Context: an optimization exercise on an open-source flow, tuned for small area. The choices shown serve that exercise and are no tape-out recipe. In this exercise RTL edits were held to simulation tests only and were not proved equivalent to the original. No driver is modelled on the clock port, so clocking that relies on it looks cheaper here than on a real chip. Power is estimated from default activity; no workload was simulated.

run A:
==> flow/design.v (excerpt) <==
module random_burst_motion_scheduler (
  input  logic              clk,
  input  logic              rst,
  input  logic              psel,
  input  logic              penable,
  input  logic              pwrite,
  input  logic [2:0]        paddr,
  input  logic [31:0]       pwdata,
  output logic [31:0]       prdata,
  output logic              pready,
  input  logic              in_valid,
  output logic              in_stall,
  input  logic [31:0]       now_ms,
  input  logic              report_ready,
  output logic              out_valid,
  input  logic              out_stall,
  output logic              send_move,
  output logic signed [4:0] delta_x,
  output logic signed [4:0] delta_y
);
For scale: ~690 cells after synthesis, ~190 flip-flops, ~120 I/O pins, about 0.0067 sq mm of cells after synthesis.
Settings: LEC_CHECK=0, ABC_AREA=1, CAP_MARGIN=20, CORE_MARGIN=2, CORE_UTILIZATION=70, SLEW_MARGIN=20; clock period 8.0 ns.
standard.sh (not shown) runs the stock make flow with config.mk's settings and CLKGATE_MAP_FILE= SYNTH_SCRIPT=/design/flow/synth_recipe.tcl, a recipe that flattens the netlist after the stock synthesis.
==> flow/flow/run.sh <==
#!/bin/bash
# The standard ORFS layout, changed in two ways only: the port buffers use
# the smallest buffer cell, and CTS inserts no dummy loads.
set -uo pipefail
bash standard.sh \
  "BUFFER_PORTS_ARGS=-buffer_cell sky130_fd_sc_hd__buf_1" \
  "CTS_ARGS=-sink_clustering_enable -repair_clock_nets -dont_use_dummy_load -buf_list sky130_fd_sc_hd__clkbuf_8 -sink_clustering_size 30 -sink_clustering_max_diameter 100" \
  finish > standard_sh.log 2>&1
status=$?
cp orfs/logs/*/random_burst_motion_scheduler/base/*.log . 2>/dev/null || true
exit $status
The following lists how run B was set up differently from run A:
--- a/flow/flow/run.sh
+++ b/flow/flow/run.sh
@@ -5,5 +5,5 @@
 bash standard.sh \
   "BUFFER_PORTS_ARGS=-buffer_cell sky130_fd_sc_hd__buf_1" \
-  "CTS_ARGS=-sink_clustering_enable -repair_clock_nets -dont_use_dummy_load -buf_list sky130_fd_sc_hd__clkbuf_8 -sink_clustering_size 30 -sink_clustering_max_diameter 100" \
+  "CTS_ARGS=-sink_clustering_enable -repair_clock_nets -dont_use_dummy_load -buf_list sky130_fd_sc_hd__clkbuf_8" \
   finish > standard_sh.log 2>&1
 status=$?
==> comparison <==
Between run B and run A, the data required time at the worst endpoint figures differ only marginally.
Run B vs. run A: worst slew slack as a fraction of its limit was more or less identical, pre-CTS setup slack barely changed, inverter count now sits at about the same level, total wire length neither gained nor lost much, logic gate share of total power stayed essentially flat.
### run B -> run C
--- a/flow/flow/run.sh
+++ b/flow/flow/run.sh
@@ -5,5 +5,5 @@
 bash standard.sh \
   "BUFFER_PORTS_ARGS=-buffer_cell sky130_fd_sc_hd__buf_1" \
-  "CTS_ARGS=-sink_clustering_enable -repair_clock_nets -dont_use_dummy_load -buf_list sky130_fd_sc_hd__clkbuf_8" \
+  "CTS_ARGS=-sink_clustering_enable -repair_clock_nets -dont_use_dummy_load -buf_list sky130_fd_sc_hd__clkbuf_16 -sink_clustering_size 50 -sink_clustering_max_diameter 150" \
   finish > standard_sh.log 2>&1
 status=$?
==> run notes <==
When run C is measured against run B, its global-route total usage across every layer turns out 1.8 points higher.
Run B and run C ended up with nearly the same fraction of synthesis flops using an asynchronous set or reset pin.
Of run B and run C, the run reporting the lower number of search-and-repair iterations in the first detailed-routing pass was run B.
The number of top-level pins on run C is in line with that on run B.
Switching portion of total power: higher on run B
## Diff of input files: run D against run C
--- a/flow/flow/run.sh
+++ b/flow/flow/run.sh
@@ -5,5 +5,5 @@
 bash standard.sh \
   "BUFFER_PORTS_ARGS=-buffer_cell sky130_fd_sc_hd__buf_1" \
-  "CTS_ARGS=-sink_clustering_enable -repair_clock_nets -dont_use_dummy_load -buf_list sky130_fd_sc_hd__clkbuf_16 -sink_clustering_size 50 -sink_clustering_max_diameter 150" \
+  "CTS_ARGS=-repair_clock_nets -dont_use_dummy_load -buf_list sky130_fd_sc_hd__clkbuf_16" \
   finish > standard_sh.log 2>&1
 status=$?
Results
Run D -> run C: number of I/O pins delta 0, exact match
Diff run D..run C | synthesized cell count | negligible
Comparing run D against run C, there is no change at all in global-route wire length before repair.
Delta (run D minus run C): final design utilization now sits at about the same level, endpoint required time on the critical path now sits at about the same level, well tap count now sits at about the same level, total inserted antenna cells now sits at about the same level.
Setup slack of the worst register-to-register path: run D vs run C, no meaningful difference
Diff run D..run C | total standard cell area after synthesis | unchanged
Changes observed in run D relative to run C: global-route usage did not really move, post-synthesis mux area share did not really move.

Another version of the RTL of random_burst_motion_scheduler (not shown whole).
For scale: ~690 cells after synthesis, about 180 flip-flops, ~120 I/O pins, roughly 6500 um^2 of cells after synthesis.
export LEC_CHECK = 0
export ABC_AREA = 1
export CAP_MARGIN = 20
export CORE_MARGIN = 2
export CORE_UTILIZATION = 70
export SLEW_MARGIN = 20
create_clock -name core_clock -period 8.0 [get_ports {clk}]
==> flow/flow/run.sh <==
#!/bin/bash
# The standard ORFS layout, changed in three ways only: the port buffers use
# the smallest buffer cell; the clock tree is built by flow/mct.tcl (a root
# clkbuf_8 on the clock port driving 11 clkbuf_8 leaves, each at the centroid
# of an equal share of the flip-flops) instead of TritonCTS's H-tree; and the
# constant outputs keep one shared tie cell (no tie fanout repair).
set -uo pipefail
here=$(pwd)
bash standard.sh \
  "BUFFER_PORTS_ARGS=-buffer_cell sky130_fd_sc_hd__buf_1" \
  "SKIP_REPAIR_TIE_FANOUT=1" \
  "PRE_CTS_TCL=$here/flow/mct.tcl" \
  "CTS_ARGS=-clk_nets clk -dont_use_dummy_load" \
  finish > standard_sh.log 2>&1
status=$?
cp orfs/logs/*/random_burst_motion_scheduler/base/*.log . 2>/dev/null || true
exit $status
==> flow/flow/mct.tcl <==
# Manual clock tree: the flip-flops are split into n groups by recursive
# median bisection of their positions (alternating x and y); each group gets a
# leaf clock buffer at its centroid. Leaves hang off one root buffer driven by
# the clock port, so the port drives a single cell pin.
proc mct_split {mem axis ngroups} {
  if {$ngroups <= 1} { return [list $mem] }
  set idx [expr {$axis == 0 ? 1 : 2}]
  set s [lsort -integer -index $idx $mem]
  set ga [expr $ngroups / 2]
  set gb [expr $ngroups - $ga]
  set h [expr ([llength $s] * $ga) / $ngroups]
  set a [lrange $s 0 [expr $h - 1]]
  set b [lrange $s $h end]
  return [concat [mct_split $a [expr 1 - $axis] $ga] [mct_split $b [expr 1 - $axis] $gb]]
}
proc build_manual_clock_tree {levels leafcell rootcell} {
  set block [ord::get_db_block]
  set db [ord::get_db]
  set clknet [$block findNet clk]
  set lmaster [$db findMaster $leafcell]
  set rmaster [$db findMaster $rootcell]
  set mem {}
  foreach it [$clknet getITerms] {
    set b [[$it getInst] getBBox]
    lappend mem [list $it [expr ([$b xMin]+[$b xMax])/2] [expr ([$b yMin]+[$b yMax])/2]]
  }
  set groups [mct_split $mem 0 $levels]
  set rnet [odb::dbNet_create $block "clknet_root"]
  $rnet setSigType CLOCK
  set k 0; set ax 0; set ay 0
  foreach g $groups {
    set cx 0; set cy 0
    foreach m $g { incr cx [lindex $m 1]; incr cy [lindex $m 2] }
    set n [llength $g]
    set cx [expr $cx / $n]; set cy [expr $cy / $n]
    incr ax $cx; incr ay $cy
    set inst [odb::dbInst_create $block $lmaster "clkbuf_leaf_$k"]
    set net [odb::dbNet_create $block "clknet_leaf_$k"]
    $net setSigType CLOCK
    $inst setLocation $cx $cy
    $inst setPlacementStatus PLACED
    foreach m $g { set it [lindex $m 0]; $it disconnect; $it connect $net }
    [$inst findITerm A] connect $rnet
    [$inst findITerm X] connect $net
    puts "leaf clock buffer $k: $n sinks at $cx $cy"
    incr k
  }
  set root [odb::dbInst_create $block $rmaster "clkbuf_root"]
  $root setLocation [expr $ax / $k] [expr $ay / $k]
  $root setPlacementStatus PLACED
  [$root findITerm A] connect $clknet
  [$root findITerm X] connect $rnet
}

# ORFS sources this file before its CTS step (PRE_CTS_TCL); clock_tree_synthesis
# is then told to handle only the port net, which now has a single sink.
build_manual_clock_tree 11 sky130_fd_sc_hd__clkbuf_8 sky130_fd_sc_hd__clkbuf_8
The starting point ran to the end with no violations.
Then changed:
--- a/flow/flow/run.sh
+++ b/flow/flow/run.sh
@@ -2,5 +2,5 @@
 # The standard ORFS layout, changed in three ways only: the port buffers use
 # the smallest buffer cell; the clock tree is built by flow/mct.tcl (a root
-# clkbuf_8 on the clock port driving 11 clkbuf_8 leaves, each at the centroid
+# clkbuf_8 on the clock port driving 12 clkbuf_8 leaves, each at the centroid
 # of an equal share of the flip-flops) instead of TritonCTS's H-tree; and the
 # constant outputs keep one shared tie cell (no tie fanout repair).
--- a/flow/flow/mct.tcl
+++ b/flow/flow/mct.tcl
@@ -55,3 +55,3 @@
 # ORFS sources this file before its CTS step (PRE_CTS_TCL); clock_tree_synthesis
 # is then told to handle only the port net, which now has a single sink.
-build_manual_clock_tree 11 sky130_fd_sc_hd__clkbuf_8 sky130_fd_sc_hd__clkbuf_8
+build_manual_clock_tree 12 sky130_fd_sc_hd__clkbuf_8 sky130_fd_sc_hd__clkbuf_8
=> Power went up by 0.71%; cell area stays flat; worst hold slack is about the same; flip-flop and latch count is unchanged; worst setup slack gets better by 19 ps; via count hardly moves; maximum frequency stays flat; routed wire length went down by 1.7%.

random_burst_motion_scheduler, a different RTL version from the one above (not shown whole).
Size in the first run: ~700 cells after synthesis, roughly 6600 um^2 of cells after synthesis.
clock: 8.0 ns
lec_check: 0
abc_area: 1
cap_margin: 20
core_margin: 2
core_utilization: 70
slew_margin: 20
==> flow/flow/run.sh <==
#!/bin/bash
# The standard ORFS layout, changed in three ways only: the port buffers use
# the smallest buffer cell; the clock tree is built by flow/mct.tcl (a root
# clkbuf_8 on the clock port driving 12 clkbuf_8 leaves, each at the centroid
# of an equal share of the flip-flops) instead of TritonCTS's H-tree; and the
# constant outputs keep one shared tie cell (no tie fanout repair).
set -uo pipefail
here=$(pwd)
bash standard.sh \
  "BUFFER_PORTS_ARGS=-buffer_cell sky130_fd_sc_hd__buf_1" \
  "SKIP_REPAIR_TIE_FANOUT=1" \
  "PRE_CTS_TCL=$here/flow/mct.tcl" \
  "CTS_ARGS=-clk_nets clk -dont_use_dummy_load" \
  finish > standard_sh.log 2>&1
status=$?
cp orfs/logs/*/random_burst_motion_scheduler/base/*.log . 2>/dev/null || true
exit $status
Other scripts of this flow, unchanged in this note and not shown: flow/flow/mct.tcl
The first run finished with timing, DRC and antenna clean.
Then changed:
==> flow/flow/run.sh (replaced) <==
#!/bin/bash
# The standard ORFS layout, changed in two ways only: the port buffers use
# the smallest buffer cell, and the clock tree is built by flow/mct.tcl (a root
# clkbuf_8 on the clock port driving 12 clkbuf_8 leaves, each at the centroid
# of an equal share of the flip-flops) instead of TritonCTS's H-tree.
set -uo pipefail
here=$(pwd)
bash standard.sh \
  "BUFFER_PORTS_ARGS=-buffer_cell sky130_fd_sc_hd__buf_1" \
  "PRE_CTS_TCL=$here/flow/mct.tcl" \
  "CTS_ARGS=-clk_nets clk -dont_use_dummy_load" \
  finish > standard_sh.log 2>&1
status=$?
cp orfs/logs/*/random_burst_motion_scheduler/base/*.log . 2>/dev/null || true
exit $status
After rerunning:
- die area does not change
- power fell by 0.32%
- sequential power barely changes
- setup slack degrades by 0.13 ns
- global-route usage rose by 0.79 points
- core utilization increases by 0.53 points

afterwards: timing with drivers on the ports:
How much do the figures lean on ideal ports? The routed layouts below were timed once more, with nothing changed but the port constraints. Step 1, drivers: a clkbuf_16 drives clk and a buf_2 each remaining input, both assumed. Step 2, shift: input delay + t, output delay - t, t = (earliest + latest rising clock arrival at the registers) / 2. This alone moves slack from input paths to output paths. Three values: ideal, step 1, step 2; two values: the first two.
run | shift t [ns] | slack for setup (ns) | latest minus earliest clock arrival (ns) | worst data-port slew with drivers (ns)
run A | 0.478 | 1.404 / 1.411 / 0.933 | 0.039 / 0.040 | 0.04
run B | 0.478 | 1.404 / 1.411 / 0.933 | 0.039 / 0.040 | 0.04
run C | 0.456 | 1.346 / 1.358 / 0.902 | 0.028 / 0.027 | 0.05
run D | 0.456 | 1.346 / 1.358 / 0.902 | 0.028 / 0.027 | 0.05
the first run of note 2 | 0.461 | 1.552 / 1.569 / 1.108 | 0.014 / 0.014 | 0.04
the second run of note 2 | 0.463 | 1.571 / 1.588 / 1.126 | 0.017 / 0.017 | 0.04
the first run of note 3 | 0.459 | 1.626 / 1.641 / 1.182 | 0.016 / 0.016 | 0.04
the second run of note 3 | 0.462 | 1.499 / 1.513 / 1.051 | 0.017 / 0.016 | 0.04
After both steps setup and hold are still met in every run listed.
